This design comes from an exercise in tuning for small area, a short achievable clock period and few clock cycles per item on the open sky130 flow, not from production work. Where RTL was checked, it was by simulation tests only, not by an equivalence proof against the original. For run 1, only the layout was checked, not whether the RTL still works.

==> flow/design.v (outline; a module is shown in full before it is edited, if it fits) <==
// module pla_ctrl: 89 lines
// module pla_dp: 1977 lines
// module polyline_length_accumulator_core: 43 lines
module polyline_length_accumulator_core (
    input  logic        i_clk,
    input  logic        i_rst_n,
    input  logic        i_in_valid,
    output logic        o_in_stall,
    input  logic [15:0] i_in_x,
    input  logic [15:0] i_in_y,
    input  logic        i_in_last,
    output logic        o_out_valid,
    input  logic        i_out_stall,
    output logic [31:0] o_out_length,
    output logic [15:0] o_out_count
);
  // ...
==> flow/flow/run.sh <==
#!/bin/bash
# the standard layout (the standard.sh: unchanged synthesis, floorplan,
# placement, clock tree, routing), with its timing repair aimed at a shorter
# period than the clock's: setup repair keeps going until each path has the
# margin below, instead of stopping once the 10 ns clock is met
bash standard.sh SETUP_SLACK_MARGIN=${MARGIN:-6.5} TNS_END_PERCENT=100 finish > standard.log 2>&1
==> flow/standard.sh <==
#!/bin/bash
# synth_recipe.tcl (not shown) runs the flow's synth.tcl, then flattens the netlist and writes it again
# the make line also repeats each setting of config.mk as NAME=value (left out here)
make -C /OpenROAD-flow-scripts/flow DESIGN_CONFIG=/design/flow/config.mk WORK_HOME=/design/flow/orfs CLKGATE_MAP_FILE= SYNTH_SCRIPT=/design/flow/synth_recipe.tcl "${@:-finish}"
==> flow/config.mk <==
export PLATFORM = sky130hd
export DESIGN_NAME = polyline_length_accumulator_core
export DESIGN_NICKNAME = polyline_length_accumulator_core
export VERILOG_FILES = /design/flow/design.v
export SDC_FILE = /design/flow/constraint.sdc
export NUM_CORES = 4
export LEC_CHECK = 0
export ABC_AREA = 1
export CAP_MARGIN = 20
export CORE_MARGIN = 2
export CORE_UTILIZATION = 40
export SLEW_MARGIN = 20
==> flow/constraint.sdc <==
create_clock -name core_clock -period 10.0 [get_ports {i_clk}]
set_input_delay 2.0000 -clock core_clock [delete_from_list [all_inputs] [get_ports {i_clk}]]
set_output_delay 2.0000 -clock core_clock [all_outputs]
set_load 0.01 [all_outputs]
==> results_dict.tcl, run 1 <==
set metrics [dict create \
    outcome "finished clean" \
    wire_per_inst_um 14.0 \
    rrSetupSlack_ps 6310 \
    synth.top_cell.area_share_pct 30.0 \
    seq_cell_count 652 \
    reg2reg_to "u_dp.q2_q[0]$_DFF_P_" \
    buffers_excl_clock 314 \
    yosys_warnings 3 \
    antenna_found_initial 0 \
    finalCriticalPeriod_ps 3690 \
    cp.arrival_ps 4190 \
    cts_max_level 3 \
    layout-drive-gt1-share_pct 15.1 \
    whs_path_depth 0 \
    wl_um 86100 \
    path_buf_inv 6 \
    yosys.area_share.simple_pct 18.6 \
    finalHoldViolCount 0 \
    rsz0062_at_grt "true" \
    crit_cells 22 \
    layout_common_cells "997 x nand2_1, 770 x inv_1, 533 x dfxtp_1, 250 x nand3_1, 229 x ha_1" \
    antenna_left 0 \
    cts_inserted_buffers 73 \
    grt_first_pass_wirelength_um 139000 \
    io_pins 87 \
]
==> module pla_ctrl, before the edit <==
module pla_ctrl #(
    parameter int M = 4
) (
    input  logic        i_clk,
    input  logic        i_rst_n,
    input  logic        i_in_valid,
    input  logic        i_in_last,
    output logic        o_in_stall,
    output logic        o_xfer,
    input  logic [16:0] i_root,
    input  logic        i_seg,
    input  logic        i_last,
    output logic        o_out_valid,
    input  logic        i_out_stall,
    output logic [31:0] o_out_length,
    output logic [15:0] o_out_count
);
    logic [M-1:0]  r_pend;      
    logic [16:0]   r_lo;
    logic          r_c;
    logic [14:0]   r_hi;
    logic          r_sat;
    logic [15:0]   r_cnt;
    logic          r_clr;
    logic [15:0]   hi_p0, hi_p1;
    logic [16:0]   base_lo;
    logic [17:0]   add_lo;
    logic [15:0]   base_cnt, cnt_n;
    logic [31:0]   sum_n;
    logic          inc, pop, push;
    logic [47:0]   res;
    logic [47:0]   r_e [M];      
    logic [M-1:0]  r_v;          
    assign o_xfer = i_in_valid && !r_pend[M-1] && i_rst_n;
    assign inc    = o_xfer && i_in_last;
    assign pop    = r_v[0] && !i_out_stall;
    assign hi_p0    = {1'b0, r_hi} + 16'(r_c);
    assign hi_p1    = {1'b0, r_hi} + 16'(r_c) + 16'd1;
    assign base_lo  = r_clr ? 17'd0 : r_lo;
    assign add_lo   = {1'b0, base_lo} + {1'b0, i_seg ? i_root : 17'd0};
    assign base_cnt = r_clr ? 16'd0 : r_cnt;
    assign cnt_n    = base_cnt + 16'(i_seg && base_cnt != 16'hFFFF);
    always_comb begin
        if (!r_clr && (r_sat || (add_lo[17] ? hi_p1[15] : hi_p0[15]))) begin
            sum_n = 32'hFFFF_FFFF;
        end else begin
            sum_n = {r_clr ? 15'd0 : (add_lo[17] ? hi_p1[14:0] : hi_p0[14:0]), add_lo[16:0]};
        end
    end
    assign push = i_last;
    assign res  = {sum_n, cnt_n};
    always_ff @(posedge i_clk) begin
        if (!i_rst_n) begin
            r_pend <= '0;
            r_clr  <= 1'b1;
            r_v    <= '0;
        end else begin
            for (int k = 0; k < M; k++) begin
                if (inc && !pop) begin
                    r_pend[k] <= (k == 0) ? 1'b1 : r_pend[k-1];
                end else if (pop && !inc) begin
                    r_pend[k] <= (k == M - 1) ? 1'b0 : r_pend[k+1];
                end
                if (push && !pop) begin
                    r_v[k] <= (k == 0) ? 1'b1 : r_v[k-1];
                end else if (pop && !push) begin
                    r_v[k] <= (k == M - 1) ? 1'b0 : r_v[k+1];
                end
            end
            r_clr <= i_last;
        end
        r_lo  <= add_lo[16:0];
        r_c   <= add_lo[17];
        r_hi  <= r_clr ? 15'd0 : hi_p0[14:0];
        r_sat <= !r_clr && (r_sat || hi_p0[15]);
        r_cnt <= cnt_n;
        for (int k = 0; k < M; k++) begin
            if (pop) begin
                r_e[k] <= (k < M - 1 && r_v[(k < M - 1) ? k + 1 : k]) ? r_e[(k < M - 1) ? k + 1 : k] : res;
            end else if (!r_v[k]) begin
                r_e[k] <= res;
            end
        end
    end
    assign o_in_stall   = r_pend[M-1];
    assign o_out_valid  = r_v[0];
    assign o_out_length = r_e[0][47:16];
    assign o_out_count  = r_e[0][15:0];
endmodule
==> inputs of run 2 (changes only) <==
--- a/flow/design.v
+++ b/flow/design.v
@@ -16,69 +16,63 @@
     output logic [15:0] o_out_count
 );
     logic [M-1:0]  r_pend;      
     logic [16:0]   r_lo;
     logic          r_c;
     logic [14:0]   r_hi;
     logic          r_sat;
     logic [15:0]   r_cnt;
-    logic          r_clr;
-    logic [15:0]   hi_p0, hi_p1;
+    logic          r_clr, r_ld;
+    logic [15:0]   hi_inc;
+    logic          ovf;
     logic [16:0]   base_lo;
     logic [17:0]   add_lo;
-    logic [15:0]   base_cnt, cnt_n;
-    logic [31:0]   sum_n;
+    logic [15:0]   base_cnt;
     logic          inc, pop, push;
     logic [47:0]   res;
     logic [47:0]   r_e [M];      
     logic [M-1:0]  r_v;          
     assign o_xfer = i_in_valid && !r_pend[M-1] && i_rst_n;
     assign inc    = o_xfer && i_in_last;
     assign pop    = r_v[0] && !i_out_stall;
-    assign hi_p0    = {1'b0, r_hi} + 16'(r_c);
-    assign hi_p1    = {1'b0, r_hi} + 16'(r_c) + 16'd1;
+    assign hi_inc   = {1'b0, r_hi} + 16'(r_c);
+    assign ovf      = r_sat || hi_inc[15];
     assign base_lo  = r_clr ? 17'd0 : r_lo;
     assign add_lo   = {1'b0, base_lo} + {1'b0, i_seg ? i_root : 17'd0};
     assign base_cnt = r_clr ? 16'd0 : r_cnt;
-    assign cnt_n    = base_cnt + 16'(i_seg && base_cnt != 16'hFFFF);
-    always_comb begin
-        if (!r_clr && (r_sat || (add_lo[17] ? hi_p1[15] : hi_p0[15]))) begin
-            sum_n = 32'hFFFF_FFFF;
-        end else begin
-            sum_n = {r_clr ? 15'd0 : (add_lo[17] ? hi_p1[14:0] : hi_p0[14:0]), add_lo[16:0]};
-        end
-    end
-    assign push = i_last;
-    assign res  = {sum_n, cnt_n};
+    assign push = r_ld;
+    assign res  = {ovf ? 32'hFFFF_FFFF : {hi_inc[14:0], r_lo}, r_cnt};
     always_ff @(posedge i_clk) begin
         if (!i_rst_n) begin
             r_pend <= '0;
+            r_ld   <= 1'b0;
             r_clr  <= 1'b1;
             r_v    <= '0;
         end else begin
             for (int k = 0; k < M; k++) begin
                 if (inc && !pop) begin
                     r_pend[k] <= (k == 0) ? 1'b1 : r_pend[k-1];
                 end else if (pop && !inc) begin
                     r_pend[k] <= (k == M - 1) ? 1'b0 : r_pend[k+1];
                 end
                 if (push && !pop) begin
                     r_v[k] <= (k == 0) ? 1'b1 : r_v[k-1];
                 end else if (pop && !push) begin
                     r_v[k] <= (k == M - 1) ? 1'b0 : r_v[k+1];
                 end
             end
+            r_ld  <= i_last;
             r_clr <= i_last;
         end
         r_lo  <= add_lo[16:0];
         r_c   <= add_lo[17];
-        r_hi  <= r_clr ? 15'd0 : hi_p0[14:0];
-        r_sat <= !r_clr && (r_sat || hi_p0[15]);
-        r_cnt <= cnt_n;
+        r_hi  <= r_clr ? 15'd0 : hi_inc[14:0];
+        r_sat <= r_clr ? 1'b0 : ovf;
+        r_cnt <= base_cnt + 16'(i_seg && base_cnt != 16'hFFFF);
         for (int k = 0; k < M; k++) begin
             if (pop) begin
                 r_e[k] <= (k < M - 1 && r_v[(k < M - 1) ? k + 1 : k]) ? r_e[(k < M - 1) ? k + 1 : k] : res;
             end else if (!r_v[k]) begin
                 r_e[k] <= res;
             end
         end
     end
@@ -986,27 +980,30 @@
     logic fc782;
     logic fs783;
     logic fc784;
     logic fs785;
     logic fc786;
     logic [33:0] row_a;
     logic [33:0] row_b;
     logic [33:0] rad;
+    logic [32:0] s_rad;
+    logic s_seg;
+    logic s_last;
     logic [2:0] r787;
     logic q788;
     logic [3:0] r789;
     logic [1:0] q790;
-    logic [1:0] q1_q;
-    logic [3:0] q1_r;
-    logic [29:0] q1_rad;
-    logic q1_seg;
-    logic q1_last;
     logic [4:0] r791;
     logic [2:0] q792;
+    logic [2:0] q1_q;
+    logic [4:0] q1_r;
+    logic [27:0] q1_rad;
+    logic q1_seg;
+    logic q1_last;
     logic [5:0] r793;
     logic [3:0] q794;
     logic [6:0] r795;
     logic [4:0] q796;
     logic [4:0] q2_q;
     logic [6:0] q2_r;
     logic [23:0] q2_rad;
     logic q2_seg;
@@ -1850,24 +1847,24 @@
     assign fc782 = (t_c30_0 & t_c30_1) | (t_c30_0 & t_c30_2) | (t_c30_1 & t_c30_2);
     assign fs783 = t_c31_0 ^ t_c31_1 ^ t_c31_2;
     assign fc784 = (t_c31_0 & t_c31_1) | (t_c31_0 & t_c31_2) | (t_c31_1 & t_c31_2);
     assign fs785 = t_c32_0 ^ t_c32_1 ^ t_c32_2;
     assign fc786 = (t_c32_0 & t_c32_1) | (t_c32_0 & t_c32_2) | (t_c32_1 & t_c32_2);
     assign row_a = {t_c33_0, fs785, fs783, fs781, fs779, fs777, fs775, fs773, fs771, fs769, fs767, fs765, fs763, fs761, fs759, fs757, fs755, fs753, fs751, fs749, fs747, fs745, fs743, fs741, fs739, fs737, fs735, fs733, fs731, fs729, fs727, hs725, 1'b0, t_c0_0};
     assign row_b = {fc786, fc784, fc782, fc780, fc778, fc776, fc774, fc772, fc770, fc768, fc766, fc764, fc762, fc760, fc758, fc756, fc754, fc752, fc750, fc748, fc746, fc744, fc742, fc740, fc738, fc736, fc734, fc732, fc730, fc728, hc726, t_c2_2, 1'b0, t_c0_1};
     assign rad = row_a + row_b;
-    assign r787 = {1'b0, 1'b0, rad[32]} + 3'b111;
+    assign r787 = {1'b0, 1'b0, s_rad[32]} + 3'b111;
     assign q788 = ~r787[2];
-    assign r789 = {r787[1:0], rad[31], rad[30]} + {~r787[2], q788 ^ {1{~r787[2]}}, 2'b11};
+    assign r789 = {r787[1:0], s_rad[31], s_rad[30]} + {~r787[2], q788 ^ {1{~r787[2]}}, 2'b11};
     assign q790 = {q788, ~r789[3]};
-    assign r791 = {q1_r[2:0], q1_rad[29], q1_rad[28]} + {~q1_r[3], q1_q ^ {2{~q1_r[3]}}, 2'b11};
-    assign q792 = {q1_q, ~r791[4]};
-    assign r793 = {r791[3:0], q1_rad[27], q1_rad[26]} + {~r791[4], q792 ^ {3{~r791[4]}}, 2'b11};
-    assign q794 = {q792, ~r793[5]};
+    assign r791 = {r789[2:0], s_rad[29], s_rad[28]} + {~r789[3], q790 ^ {2{~r789[3]}}, 2'b11};
+    assign q792 = {q790, ~r791[4]};
+    assign r793 = {q1_r[3:0], q1_rad[27], q1_rad[26]} + {~q1_r[4], q1_q ^ {3{~q1_r[4]}}, 2'b11};
+    assign q794 = {q1_q, ~r793[5]};
     assign r795 = {r793[4:0], q1_rad[25], q1_rad[24]} + {~r793[5], q794 ^ {4{~r793[5]}}, 2'b11};
     assign q796 = {q794, ~r795[6]};
     assign r797 = {q2_r[5:0], q2_rad[23], q2_rad[22]} + {~q2_r[6], q2_q ^ {5{~q2_r[6]}}, 2'b11};
     assign q798 = {q2_q, ~r797[7]};
     assign r799 = {r797[6:0], q2_rad[21], q2_rad[20]} + {~r797[7], q798 ^ {6{~r797[7]}}, 2'b11};
     assign q800 = {q798, ~r799[8]};
     assign r801 = {q3_r[7:0], q3_rad[19], q3_rad[18]} + {~q3_r[8], q3_q ^ {7{~q3_r[8]}}, 2'b11};
     assign q802 = {q3_q, ~r801[9]};
@@ -1987,19 +1984,20 @@
         t_c30_2 <= fc718;
         t_c31_0 <= fs721;
         t_c31_1 <= fc664;
         t_c31_2 <= fc720;
         t_c32_0 <= fs723;
         t_c32_1 <= b_dy[16];
         t_c32_2 <= fc722;
         t_c33_0 <= fc724;
-        q1_q <= q790;
-        q1_r <= r789;
-        q1_rad <= rad[29:0];
+        s_rad <= rad[32:0];
+        q1_q <= q792;
+        q1_r <= r791;
+        q1_rad <= s_rad[27:0];
         q2_q <= q796;
         q2_r <= r795;
         q2_rad <= q1_rad[23:0];
         q3_q <= q800;
         q3_r <= r799;
         q3_rad <= q2_rad[19:0];
         q4_q <= q804;
         q4_r <= r803;
@@ -2015,16 +2013,18 @@
         q7_rad <= q6_rad[3:0];
         q8_q <= q820;
         if (!i_rst_n) begin
             r_have_prev <= 1'b0;
             b_seg       <= 1'b0;
             b_last      <= 1'b0;
             t_seg <= 1'b0;
             t_last <= 1'b0;
+            s_seg <= 1'b0;
+            s_last <= 1'b0;
             q1_seg <= 1'b0;
             q1_last <= 1'b0;
             q2_seg <= 1'b0;
             q2_last <= 1'b0;
             q3_seg <= 1'b0;
             q3_last <= 1'b0;
             q4_seg <= 1'b0;
             q4_last <= 1'b0;
@@ -2037,18 +2037,20 @@
             q8_seg <= 1'b0;
             q8_last <= 1'b0;
         end else begin
             if (i_xfer) r_have_prev <= !i_in_last;
             b_seg  <= i_xfer & r_have_prev;
             b_last <= i_xfer & i_in_last;
             t_seg <= b_seg;
             t_last <= b_last;
-            q1_seg <= t_seg;
-            q1_last <= t_last;
+            s_seg <= t_seg;
+            s_last <= t_last;
+            q1_seg <= s_seg;
+            q1_last <= s_last;
             q2_seg <= q1_seg;
             q2_last <= q1_last;
             q3_seg <= q2_seg;
             q3_last <= q2_last;
             q4_seg <= q3_seg;
             q4_last <= q3_last;
             q5_seg <= q4_seg;
             q5_last <= q4_last;
==> flow/flow/run.sh (replaced) <==
#!/bin/bash
# the standard layout (the standard.sh: unchanged synthesis, floorplan,
# placement, clock tree, routing) with two changes to how it is made:
# - every input and output port still gets its buffer, but a plain buf_2
#   instead of the delay-cell buffer that buffer_ports picks by itself
# - timing repair aims at a shorter period than the clock's: setup repair
#   keeps going until each path has the margin below, instead of stopping
#   once the 10 ns clock is met
bash standard.sh SETUP_SLACK_MARGIN=6.5 TNS_END_PERCENT=100 \
    "BUFFER_PORTS_ARGS=-buffer_cell sky130_fd_sc_hd__buf_2" finish > standard.log 2>&1
==> flow/config.mk (replaced) <==
export PLATFORM = sky130hd
export DESIGN_NAME = polyline_length_accumulator_core
export DESIGN_NICKNAME = polyline_length_accumulator_core
export VERILOG_FILES = /design/flow/design.v
export SDC_FILE = /design/flow/constraint.sdc
export NUM_CORES = 4
export LEC_CHECK = 0
export CAP_MARGIN = 20
export CORE_MARGIN = 2
export CORE_UTILIZATION = 40
export CTS_BUF_LIST = sky130_fd_sc_hd__clkbuf_16
export CTS_CLUSTER_DIAMETER = 80
export CTS_CLUSTER_SIZE = 30
export SLEW_MARGIN = 20
==> run 2 against run 1 <==
  * Critical endpoint is now u_dp.q6_r[14]$_DFF_P_
  * Sequential cell count increased by 36
  * First-iteration DRC count is 27% lower
  * Fmax decreased by 14%
  * Clock skew increased by 39 ps
  * Still clean
  * Via count down 14%
  * Register-to-register slack got worse by 610 ps
==> results_dict.tcl, run 2 <==
set metrics [dict create \
    dieHeight_um 306 \
    clk_latency_ps 620 \
    worst_slew_pin_slew_ps 994 \
    synthArstFlopShare_pct 0 \
    syn_to_final_growth_pct 15.2 \
    synth_ff_type "dfxtp_1" \
    overflow 0 \
    rows 110 \
    crit_path_start_kind "flip-flop" \
    layout-drive-gt1-share_pct 15.5 \
    crit_type "flip-flop to flip-flop" \
    rsz0062_at_grt "true" \
    yosys_warnings 3 \
    gp_congestion 0.827 \
    yosysTopAreaCell "dfxtp_1" \
    wire_per_inst_um 15.1 \
    mostFrequentLayoutCell "dfxtp_1" \
    cp.arrival_ps 4790 \
    cts_max_level 2 \
    setup_slack_ps 5700 \
    grtUsageMet1_pct 19.9 \
    regMostFlops "u_ctrl.r_e" \
    grtUsageTotal_pct 16.2 \
    worstHoldEndpoint "u_dp.q4_rad[14]$_DFF_P_" \
    synth_seq_area_share_pct 39.9 \
    crit_start "u_dp.q5_r[12]$_DFF_P_" \
    wl_um 75800 \
    via_per_inst 4.94 \
    core-area_um2 90300 \
    path_cells "xnor2_2, ha_1, o21a_1, o21a_1, o21a_1, o2111ai_2, a21oi_1, a41o_1, a2111oi_4, buf_6, xor2_2, ha_1, nor3b_1, o211ai_1, a21boi_2, o31ai_2, a31oi_1, xor2_1, xnor2_2, xor2_1" \
    cts_inserted_buffers 39 \
    clkSlewWorstSetupHoldPaths_ps 100 \
    antenna_found_initial 0 \
    fin_worst_skew_ps 68.3 \
    nets 4324 \
    synth.top_cell.area_share_pct 33.3 \
    syn-num-nets 4135 \
    rrSetupSlack_ps 5700 \
    synth_most_common_cell "dfxtp_1" \
    finalHoldViolCount 0 \
    clock-root-buffer "clkbuf_16" \
    path_buf_inv 1 \
    fin_crit_sh_pct 43.0 \
    fmax_mhz 233 \
    grt_pass1_vias 24900 \
    tns_ps 0 \
    cts.sinks 688 \
    rr_startpoint "u_dp.q5_r[12]$_DFF_P_" \
    critPathSlowestCell "dfxtp_4" \
    met2_usage_pct 29.5 \
    layout_common_cells "563 x dfxtp_1, 319 x inv_1, 249 x nor2_1, 237 x xnor2_1" \
    outcome "finished clean" \
    port_buffers 86 \
    synth_commonest_cells "608 x dfxtp_1, 323 x inv_1, 260 x nor2_1, 260 x xnor2_1, 251 x ha_1" \
    ys_ff_latch 688 \
    antenna_left 0 \
    netlist_top_cells_area "dfxtp_1 33%, fa_1 12%, ha_1 8.6%" \
    largest_register_ffs 144 \
    slowest_delay_ps 380 \
    max-clock-path-buffers 3 \
    synthCells 3620 \
    drt_pass1_iterations 5 \
    io_pins 87 \
    synth_cell_type_count 79 \
    remaining_drc_errors 0 \
    worst_setup_path_end_kind "flip-flop" \
    preCtsSetupSlack_ps 5070 \
    ff2ff_path_depth 20 \
    drtIter0Drc 1128 \
    max_slew_margin_pct 33.7 \
    grtUsageMet3_pct 2.14 \
    antenna_cells 0 \
    top_regs "u_ctrl.r_e (144), u_dp.s_rad (33), u_dp.q1_rad (28)" \
    grt_first_pass_wirelength_um 125000 \
    die_area_um2 93800 \
    netlist_area_um2 36500 \
    dp_hpwl_um 52500 \
    reg2reg_to "u_dp.q6_r[14]$_DFF_P_" \
    cp_data_required_time_ps 10490 \
    whs_path_depth 0 \
    cp_common_cell "o21a_1" \
    path_delay_family "compound AO/OA/AOI/OAI gates" \
    grt.busiest_layer "met2" \
    start_util_pct 40.5 \
    slew_viol_final 0 \
    setup_viol 0 \
    cap_violations 0 \
    hold_class "flip-flop to flip-flop" \
    cp_max_fo 3 \
    die_w_um 306 \
    vias 24800 \
    syn_avg_cell_area_um2 10.1 \
    synth-edff-count 80 \
    min_from "u_dp.q3_rad[14]$_DFF_P_" \
    grt_max_degree 68 \
    finalCriticalPeriod_ps 4300 \
    cts_tree "built" \
]
run 2: stage by stage:
step / hold slack [ps] / area, µm² / util [%] / instances
floorplan: 310 / 37000 / - / 3620
global placement: 310 / 38400 / 42.6 / 4783
detailed placement: 312 / 38400 / 42.6 / 4783
CTS: 282 / 41200 / 45.7 / 4966
global route: 304 / 42100 / 46.6 / 5015
finish: 293 / 42100 / 46.6 / 5015
run 2: repair_timing:
item | CTS | global route
gates resized for setup | 128 | 112
endpoints found under the setup margin | 104 | 100
setup buffers | 111 | 49
gates cloned | 1 | 0
hold buffers | 0 | 0
pin swaps | 78 | 86
run 2: area by class of cell:
type	instances	area [µm²]
Clock buffer	40	1000
Sequential cell	688	14700
Clock inverter	31	509
Tap cell	1176	1470
Inverter	324	1230
Timing Repair Buffer	266	1940
Multi-Input combinational cell	2490	21200
Fill cell	8485	48200
run 2: kinds of logic after synthesis:
kind of cell               count (synthesis)  share of synthesized area [%]
adders and majority gates                478                           21.0
buffers and inverters                    443                           4.62
xor gates and xnor gates                 361                           8.97
muxes                                     37                           1.12
DFF                                      688                           39.9
and+or+nand+nor                          950                           13.1
AOI/OAI and AO/OA                        663                           11.3
run 2: worst max path at each step:
stage / to / slack (ps) / cells past startpoint
final: u_dp.q6_r[14]$_DFF_P_ / 5700 / 20
after global routing: u_dp.q6_r[14]$_DFF_P_ / 5460 / 20
after CTS: u_dp.q6_r[14]$_DFF_P_ / 5770 / 20
after detailed placement: u_dp.q7_q[0]$_DFF_P_ / 5070 / 18
after global placement: u_dp.q7_q[0]$_DFF_P_ / 5170 / 18
after floorplan: u_dp.q6_r[14]$_DFF_P_ / 5680 / 20
run 2: metal layers:
metal  vias to the layer above  part of all wire, %
li1                      12300                    -
met1                     12000                   44
met2                       354                   50
met3                        98                  3.4
met4                         0                  2.5
met5                         -                    0
Testbench counts of run 2, summed over its fixed seeds: cycles 7,066, points 6,831.
==> inputs of run 3 (changes only) <==
--- a/flow/config.mk
+++ b/flow/config.mk
@@ -7,2 +7,3 @@
 export LEC_CHECK = 0
+export ABC_AREA = 1
 export CAP_MARGIN = 20
==> run 3 against run 2 <==
  * Sequential share of layout area shrank 0.52 points
  * Via count grew 14%
  * Hold slack gained 25 ps
  * Routed wire length grew 6.7%
  * Critical path depth shrank 10
  * Register-to-register slack gained 900 ps
  * Non-clock buffer count shrank 87
  * Synthesized area grew 5.7%
  * Global-route usage grew 0.094 points
==> results_dict.tcl, run 3 <==
set metrics [dict create \
    drtIter0Drc 1614 \
    worst_setup_path_end_kind "flip-flop" \
    overflow 0 \
    grt_max_degree 95 \
    synth.top_cell.area_share_pct 31.5 \
    cap_violations 0 \
    cp.arrival_ps 3960 \
    regMostFlops "u_ctrl.r_e" \
    fmax_mhz 294 \
    yosys_warnings 3 \
    syn_to_final_growth_pct 10.5 \
    max-clock-path-buffers 3 \
    path_delay_family "adder cells" \
    setup_viol 0 \
    drt_pass1_iterations 5 \
    clk_latency_ps 610 \
    nets 5261 \
    cts_inserted_buffers 36 \
    syn_avg_cell_area_um2 8.26 \
    synthArstFlopShare_pct 0 \
    dieHeight_um 315 \
    slew_viol_final 0 \
    mostFrequentLayoutCell "nand2_1" \
    start_util_pct 40.5 \
    synth_most_common_cell "nand2_1" \
    finalInstanceArea_um2 42700 \
    critPathSlowestCell "fa_1" \
    netlist_area_um2 38600 \
    tns_ps 0 \
    synthCells 4673 \
    cts_max_level 2 \
    antenna_cells 0 \
    clock-root-buffer "clkbuf_16" \
    port_buffers 86 \
    n_fill_cell 9416 \
    hold_buffers 0 \
    synth_cell_type_count 50 \
    synth_commonest_cells "1,188 x nand2_1, 831 x inv_1, 608 x dfxtp_1" \
    place_area_um2 40200 \
    vias 28100 \
    layout_common_cells "1,175 x nand2_1, 834 x inv_1, 570 x dfxtp_1, 245 x ha_1, 225 x fa_1" \
    die_w_um 315 \
    outcome "finished clean" \
    hold_class "flip-flop to flip-flop" \
    remaining_drc_errors 0 \
    grtUsageTotal_pct 16.3 \
    crit_type "flip-flop to flip-flop" \
    netlist_top_cells_area "dfxtp_1 32%, fa_1 12%, nand2_1 12%" \
    die_area_um2 99100 \
    ys_ff_latch 688 \
    synth_seq_area_share_pct 37.7 \
    synth_ff_type "dfxtp_1" \
    finalCriticalPeriod_ps 3410 \
    fin_crit_sh_pct 34.1 \
    worst_slew_pin_slew_ps 969 \
    dp_hpwl_um 59500 \
    top_regs "u_ctrl.r_e (144), u_dp.s_rad (33), u_dp.q1_rad (28)" \
    cts.sinks 688 \
    gp_congestion 0.861 \
    wl_um 80900 \
    synth-edff-count 80 \
    grt_first_pass_wirelength_um 133000 \
    largest_register_ffs 144 \
    wire_per_inst_um 13.4 \
    clkSlewWorstSetupHoldPaths_ps 100 \
    rows 113 \
    path_cells "clkbuf_4, nand2_1, inv_1, fa_1, inv_1, fa_1, fa_1, inv_1, fa_1, fa_1" \
    core-area_um2 95300 \
    fin_worst_skew_ps 27.6 \
    cp_max_fo 6 \
    cp_common_cell "fa_1" \
    preCtsSetupSlack_ps 5490 \
    cts_tree "built" \
    yosysTopAreaCell "dfxtp_1" \
    crit_path_start_kind "flip-flop" \
    slowest_delay_ps 550 \
    finalHoldViolCount 0 \
    grt_pass1_vias 27400 \
    max_slew_margin_pct 35.3 \
    setup_slack_ps 6590 \
    rsz0062_at_grt "true" \
    cp_data_required_time_ps 10550 \
    path_buf_inv 4 \
    via_per_inst 4.66 \
    syn-num-nets 5188 \
    antenna_found_initial 0 \
    rrSetupSlack_ps 6590 \
    layout-drive-gt1-share_pct 7.92 \
    antenna_left 0 \
    io_pins 87 \
]
-- run 3: per-stage QoR --
stage	instances	hold slack [ps]	util, %
floorplan	4673	310	-
global placement	5897	310	42.2
detailed placement	5897	312	42.2
CTS	5973	314	43.8
global route	6036	324	44.8
finish	6036	317	44.8
-- run 3: layout make-up --
cell class	instances	area, µm²	area share, %
inverters	835	3140	7.35
multi-input cells	3006	20700	48.6
repair buffers	179	1240	2.91
clock buffers	38	951	2.23
well taps	1265	1580	3.71
flip-flops and latches	688	14700	34.4
clock inverters	25	335	0.786
-- run 3: layer usage --
layer  GRT usage, %  vias to the layer above  routed length (µm)
li1               -                    14500                   -
met1           20.9                    13000               37000
met2           28.6                      428               38900
met3           2.03                      118                2870
met4           4.78                        0                2140
met5              0                        -                   0
-- run 3: cells by family (layout without fill, tap and decap cells) --
family          count (synthesis)  count (layout)  synth area share [%]
buf+inv                       983            1077                  9.67
flops                         688             688                  37.7
fa+ha+maj                     478             478                  19.9
simple gates                 1640            1644                  17.1
compound gates                542             542                  7.88
xor+xnor                      342             342                  7.76
-- run 3: worst register-to-register path: stages (launching register included) --
cell and delay, ps:
dfxtp_4 390, clkbuf_4 200, nand2_1 80, inv_1 50
fa_1 530, inv_1 50, fa_1 470, fa_1 550
inv_1 50, fa_1 470, fa_1 540
-- run 3: what timing repair did --
item,in CTS,in global routing
pin swaps,3,46
buffers inserted,12,60
endpoints found under the setup margin,152,66
gates cloned,1,3
resized for setup,68,110
-- run 3: final timing paths --
check / from / endpoint / cells after the start
setup / recovery: u_dp.b_dx[14]$_DFF_P_ / u_dp.t_c15_0$_DFF_P_ / 10
hold reg to reg: u_dp.s_rad[16]$_DFF_P_ / u_dp.q1_rad[16]$_DFF_P_ / 0
setup reg to reg: u_dp.b_dx[14]$_DFF_P_ / u_dp.t_c15_0$_DFF_P_ / 10
hold / removal: u_dp.s_rad[16]$_DFF_P_ / u_dp.q1_rad[16]$_DFF_P_ / 0
==> inputs of run 4 (changes only) <==
--- a/flow/flow/run.sh
+++ b/flow/flow/run.sh
@@ -8,3 +8,3 @@
 #   once the 10 ns clock is met
-bash standard.sh SETUP_SLACK_MARGIN=6.5 TNS_END_PERCENT=100 \
+bash standard.sh SETUP_SLACK_MARGIN=6.3 TNS_END_PERCENT=100 \
     "BUFFER_PORTS_ARGS=-buffer_cell sky130_fd_sc_hd__buf_2" finish > standard.log 2>&1
==> run 4 against run 3 <==
  * Global-route usage increased by 0.16 points
  * Synthesized cell count stayed put
  * Sequential share of layout area rose by 0.69 points
  * Clock skew is 11 ps higher
  * Register-to-register slack lost 150 ps
  * Routed wire length shrank 0.77%
  * Fmax down 4.2%
  * Cell area is 2.1% lower
  * Setup slack worse by 150 ps
  * Hold slack worse by 3.6 ps
  * Largest cell class unchanged
==> results_dict.tcl, run 4 <==
set metrics [dict create \
    outcome "finished clean" \
    synth_commonest_cells "1,188 x nand2_1, 831 x inv_1, 608 x dfxtp_1" \
    netlist_top_cells_area "dfxtp_1 32%, fa_1 12%, nand2_1 12%" \
    syn_to_final_growth_pct 8.15 \
    synth_cell_type_count 50 \
    rr_startpoint "u_dp.b_dx[12]$_DFF_P_" \
    crit_path_start_kind "flip-flop" \
    grt_first_pass_wirelength_um 135000 \
    setup_viol 0 \
    clock-root-buffer "clkbuf_16" \
    cp_max_fo 17 \
    grt.busiest_layer "met2" \
    cap_violations 0 \
    rsz0062_at_grt "false" \
    path_buf_inv 1 \
    antenna_cells 0 \
    grt_pass1_vias 27900 \
    wl_um 80200 \
    io_pins 87 \
    placed_cells 5898 \
    max_slew_margin_pct 31.3 \
    dp_hpwl_um 60100 \
    via_per_inst 4.68 \
    synth_ff_type "dfxtp_1" \
    slowest_delay_ps 620 \
    fmax_mhz 281 \
    cts.sinks 688 \
    drtIter0Drc 1510 \
    cts_max_level 2 \
    clk_latency_ps 610 \
    synth-edff-count 80 \
    yosys_warnings 3 \
    grtUsageTotal_pct 16.4 \
    start_util_pct 40.5 \
    overflow 0 \
    max-clock-path-buffers 3 \
    critPathSlowestCell "dfxtp_2" \
    n_fill_cell 9477 \
    yosysTopAreaCell "dfxtp_1" \
    layout_common_cells "1,182 x nand2_1, 835 x inv_1, 581 x dfxtp_1, 249 x ha_1, 227 x fa_1" \
    drt_pass1_iterations 7 \
    syn-num-nets 5188 \
    hold_class "flip-flop to flip-flop" \
    fin_crit_sh_pct 35.6 \
    die_w_um 315 \
    clkSlewWorstSetupHoldPaths_ps 110 \
    antenna_left 0 \
    cts_tree "built" \
    path_delay_family "adder cells" \
    syn_avg_cell_area_um2 8.26 \
    mostFrequentLayoutCell "nand2_1" \
    synth.top_cell.area_share_pct 31.5 \
    rows 113 \
    tns_ps 0 \
    cts_inserted_buffers 34 \
    grt_max_degree 101 \
    cp_common_cell "fa_1" \
    layout-drive-gt1-share_pct 5.79 \
    dieHeight_um 315 \
    fin_worst_skew_ps 39.0 \
    ys_ff_latch 688 \
    top_regs "u_ctrl.r_e (144), u_dp.s_rad (33), u_dp.q1_rad (28)" \
    min_from "u_dp.q1_rad[21]$_DFF_P_" \
    netlist_area_um2 38600 \
    die_area_um2 99100 \
    grtUsageMet1_pct 20.3 \
    cp_data_required_time_ps 10550 \
    worst_setup_path_end_kind "flip-flop" \
    nets 5211 \
    synth_seq_area_share_pct 37.7 \
    gp_congestion 0.888 \
    synthArstFlopShare_pct 0 \
    grtUsageMet3_pct 1.91 \
    vias 28000 \
    core-area_um2 95300 \
    finalHoldViolCount 0 \
    remaining_drc_errors 0 \
    slew_viol_final 0 \
    path_cells "nand2_1, fa_1, inv_1, fa_1, fa_1, fa_1, fa_1" \
    finalCriticalPeriod_ps 3560 \
    crit_type "flip-flop to flip-flop" \
    largest_register_ffs 144 \
    port_buffers 86 \
    regMostFlops "u_ctrl.r_e" \
    instances_no_fill 5981 \
    crit_start "u_dp.b_dx[12]$_DFF_P_" \
    wire_per_inst_um 13.4 \
    cp.arrival_ps 4100 \
    synth_most_common_cell "nand2_1" \
    worst_slew_pin_slew_ps 1030 \
    antenna_found_initial 0 \
    met2_usage_pct 29.7 \
    synthCells 4673 \
]
[run 4: cell counts after synthesis]
No cell type changed its count.
[run 4: area by class of cell]
cell class / instances / area (µm²) / share of cell area (%)
inverters: 835 / 3140 / 7.51
repair buffers: 133 / 791 / 1.89
clock inverters: 21 / 267 / 0.638
clock buffers: 35 / 876 / 2.10
well taps: 1265 / 1580 / 3.79
flip-flops and latches: 688 / 14700 / 35.1
multi-input cells: 3004 / 20500 / 49.0
[run 4: worst reg2reg max path, stage by stage, from the launching register on]
cell and delay (ps):
dfxtp_2 620, nand2_1 170, fa_1 570, inv_1 60, fa_1 500, fa_1 540, fa_1 520, fa_1 530
[run 4: logic make-up (layout without fill, tap and decap cells)]
| group | Yosys count | count (layout) | share of synthesized area, % |
|---|---|---|---|
| XOR/XNOR | 342 | 342 | 7.76 |
| AND/OR/NAND/NOR | 1640 | 1642 | 17.1 |
| adder cells (fa/ha/maj) | 478 | 478 | 19.9 |
| buffers and inverters | 983 | 1024 | 9.67 |
| AO/OA/AOI/OAI | 542 | 542 | 7.88 |
| flip-flops | 688 | 688 | 37.7 |
[run 4: through the flow]
| stage | hold WS (ps) | cell area (µm²) | utilization (%) | worst slack, ps |
|---|---|---|---|---|
| after global routing | 320 | 41800 | 43.8 | 6280 |
| after global placement | 310 | 40200 | 42.2 | 4970 |
| after detailed placement | 312 | 40200 | 42.2 | 5010 |
| after CTS | 312 | 41400 | 43.5 | 6300 |
| after floorplan | 310 | 38600 | - | 6300 |
| final | 314 | 41800 | 43.8 | 6440 |
[run 4: worst paths after layout]
path                             end  slack [ps]  cells after the start
min reg2reg  u_dp.q2_rad[21]$_DFF_P_         310                      0
min          u_dp.q2_rad[21]$_DFF_P_         310                      0
max reg2reg     u_dp.t_c18_0$_DFF_P_        6440                      7
max             u_dp.t_c18_0$_DFF_P_        6440                      7
[run 4: per-layer routing]
layer | vias to the layer above | wire, µm
met3 | 166 | 2790
li1 | 14400 | -
met4 | 0 | 2760
met5 | - | 0
met2 | 445 | 39000
met1 | 13000 | 35700
[run 4: repair_timing]
item | CTS | global route
cloned | 2 | 0
setup endpoints to repair | 143 | 52
hold endpoints to repair | 0 | 0
hold buffers | 0 | 0
buffers inserted | 0 | 25
gates resized for setup | 31 | 55
pin swaps | 1 | 9
==> inputs of run 5 (changes only) <==
--- a/flow/flow/run.sh
+++ b/flow/flow/run.sh
@@ -8,3 +8,3 @@
 #   once the 10 ns clock is met
-bash standard.sh SETUP_SLACK_MARGIN=6.3 TNS_END_PERCENT=100 \
+bash standard.sh SETUP_SLACK_MARGIN=6.7 TNS_END_PERCENT=100 \
     "BUFFER_PORTS_ARGS=-buffer_cell sky130_fd_sc_hd__buf_2" finish > standard.log 2>&1
==> run 5 against run 4 <==
  * Global-route usage is 0.36 points higher
  * Hold slack hardly changed
  * Largest cell class unchanged
==> results_dict.tcl, run 5 <==
set metrics [dict create \
    cts_max_level 2 \
    grt.busiest_layer "met2" \
    vias 28900 \
    grtUsageMet1_pct 21.4 \
    syn_avg_cell_area_um2 8.26 \
    met2_usage_pct 30.0 \
    synth_ff_type "dfxtp_1" \
    antenna_cells 0 \
    cts_tree "built" \
    slowest_delay_ps 570 \
    remaining_drc_errors 0 \
    die_w_um 315 \
    worst_setup_path_end_kind "flip-flop" \
    finalInstanceArea_um2 44600 \
    syn_to_final_growth_pct 15.6 \
    finalCriticalPeriod_ps 3310 \
    netlist_area_um2 38600 \
    clkSlewWorstSetupHoldPaths_ps 110 \
    synthMuxAreaShare_pct 0 \
    synth-compound-area-share_pct 7.88 \
    slew_viol_final 0 \
    rsz0062_at_grt "true" \
    hold-worst-slack_ps 313 \
    setup_viol 0 \
    yosysTopAreaCell "dfxtp_1" \
    path_buf_inv 4 \
    synth_seq_area_share_pct 37.7 \
    synthCells 4673 \
    fin_util_pct 46.8 \
    grtUsageMet3_pct 1.88 \
    worst_slew_pin_slew_ps 960 \
    synth_commonest_cells "1,188 x nand2_1, 831 x inv_1, 608 x dfxtp_1" \
    crit_path_start_kind "flip-flop" \
    cts_inserted_buffers 36 \
    yosys.area_share.simple_pct 17.1 \
    cts.sinks 688 \
    grt_pass1_vias 27900 \
    finalHoldViolCount 0 \
    preCtsSetupSlack_ps 5050 \
    synth_most_common_cell "nand2_1" \
    grt_max_degree 83 \
    clock-root-buffer "clkbuf_16" \
    outcome "finished clean" \
    synth.top_cell.area_share_pct 31.5 \
    dieHeight_um 315 \
    drt_pass1_iterations 6 \
    instances_no_fill 6136 \
    fin_crit_sh_pct 33.1 \
    syn-num-nets 5188 \
    grt_first_pass_wirelength_um 137000 \
    top_regs "u_ctrl.r_e (144), u_dp.s_rad (33), u_dp.q1_rad (28)" \
    hold_buffers 0 \
    tns_ps 0 \
    hold_class "flip-flop to flip-flop" \
    synth_cell_type_count 50 \
    path_delay_family "adder cells" \
    setup_slack_ps 6690 \
    placed_cells 5896 \
    cp_data_required_time_ps 10550 \
    wire_per_inst_um 13.9 \
    port_buffers 86 \
    die_area_um2 99100 \
    layout_common_cells "1,138 x nand2_1, 807 x inv_1, 555 x dfxtp_1, 223 x ha_1, 213 x fa_1" \
    cp.arrival_ps 3870 \
    max_slew_margin_pct 35.9 \
    grtUsageTotal_pct 16.8 \
    crit_type "flip-flop to flip-flop" \
    gp_congestion 0.870 \
    wl_um 85300 \
    cp_common_cell "fa_1" \
    core-area_um2 95300 \
    nets 5360 \
    cp_max_fo 2 \
    critPathSlowestCell "fa_2" \
    antenna_found_initial 0 \
    mostFrequentLayoutCell "nand2_1" \
    via_per_inst 4.71 \
    place_area_um2 40300 \
    synthArstFlopShare_pct 0 \
    cap_violations 0 \
    path_cells "buf_12, nand2_2, fa_1, inv_2, fa_1, inv_2, fa_2, inv_1, fa_1, fa_2" \
    regMostFlops "u_ctrl.r_e" \
    synthXorXnorAreaFrac_pct 7.76 \
    start_util_pct 40.5 \
    synth-edff-count 80 \
    rows 113 \
    io_pins 87 \
    layout-drive-gt1-share_pct 13.8 \
    overflow 0 \
    antenna_left 0 \
    ys_ff_latch 688 \
    yosys.area_share.adder_pct 19.9 \
    yosys_warnings 3 \
    drtIter0Drc 1722 \
    synth_top_family_by_area "adder cells" \
    fmax_mhz 302 \
    fin_worst_skew_ps 32.4 \
    netlist_top_cells_area "dfxtp_1 32%, fa_1 12%, nand2_1 12%" \
    largest_register_ffs 144 \
    clk_latency_ps 610 \
    dp_hpwl_um 59600 \
    max-clock-path-buffers 3 \
]
-- run 5: cell counts after synthesis --
Identical to the previous run, type by type.
-- run 5: per-layer routing --
| layer | vias up | routed length [µm] |
|---|---|---|
| li1 | 14800 | - |
| met2 | 569 | 41900 |
| met4 | 0 | 2300 |
| met3 | 145 | 3300 |
| met5 | - | 0 |
| met1 | 13400 | 37800 |
-- run 5: timing repair --
action,in CTS,in global routing
resized for setup,160,246
setup endpoints to repair,187,66
pin swaps,53,165
cloned,4,2
setup buffers,98,72
-- run 5: final cells by class --
cell class                 instances  area [µm²]
sequential                       688       14700
timing repair buffer             276        2130
clock buffer                      37         926
tap                             1265        1580
clock inverter                    27         332
multi-input combinational       3008       21800
fill                            9191       50700
inverter                         835        3160
-- run 5: path summary, 6_finish.rpt --
| check | from | to | slack (ps) | cells after the start |
|---|---|---|---|---|
| hold reg to reg | u_dp.s_rad[25]$_DFF_P_ | u_dp.q1_rad[25]$_DFF_P_ | 310 | 0 |
| setup / recovery | u_dp.b_dy[1]$_DFF_P_ | u_dp.t_c17_0$_DFF_P_ | 6690 | 10 |
| hold / removal | u_dp.s_rad[25]$_DFF_P_ | u_dp.q1_rad[25]$_DFF_P_ | 310 | 0 |
| setup reg to reg | u_dp.b_dy[1]$_DFF_P_ | u_dp.t_c17_0$_DFF_P_ | 6690 | 10 |
-- run 5: kinds of logic (layout without fill, tap and decap cells) --
family                     Yosys count  in the layout
and+or+nand+nor                   1640           1646
buffers and inverters              983           1175
xor gates and xnor gates           342            342
AOI/OAI and AO/OA                  542            542
adders and majority gates          478            478
DFF                                688            688

port drivers added, routing unchanged:
The flow's constraints put no driver on any port. The routed layouts listed below were extracted and timed again, unchanged, in two steps.
Step 1 sets driving cells, clkbuf_16 on the clock port and buf_2 on the other inputs (assumed; they add their load-dependent delay and slew).
Step 2 moves the port delays by t, midway between the first and last clock arrival at a register: inputs arrive t later, outputs are due t later. That takes back most of the time a late clock gives input paths.
a / b / c = no drivers / after step 1 / after step 2; a / b = the first two.
run	t (ns)	setup slack, ns	worst slew at a driven data input, ns	cell pins on the clock port's net
run 1	0.678	6.314 / 6.314 / 5.934	0.05	1
run 2	0.656	5.699 / 5.699 / 5.699	0.06	1
run 3	0.658	6.594 / 6.594 / 6.163	0.05	1
run 4	0.649	6.445 / 6.445 / 5.812	0.05	1
run 5	0.657	6.689 / 6.689 / 6.213	0.06	1
After both steps every run listed still meets setup and hold. The setup slack of run 4, which loses most, moves by 0.000 ns with the drivers and by -0.633 ns with both steps.
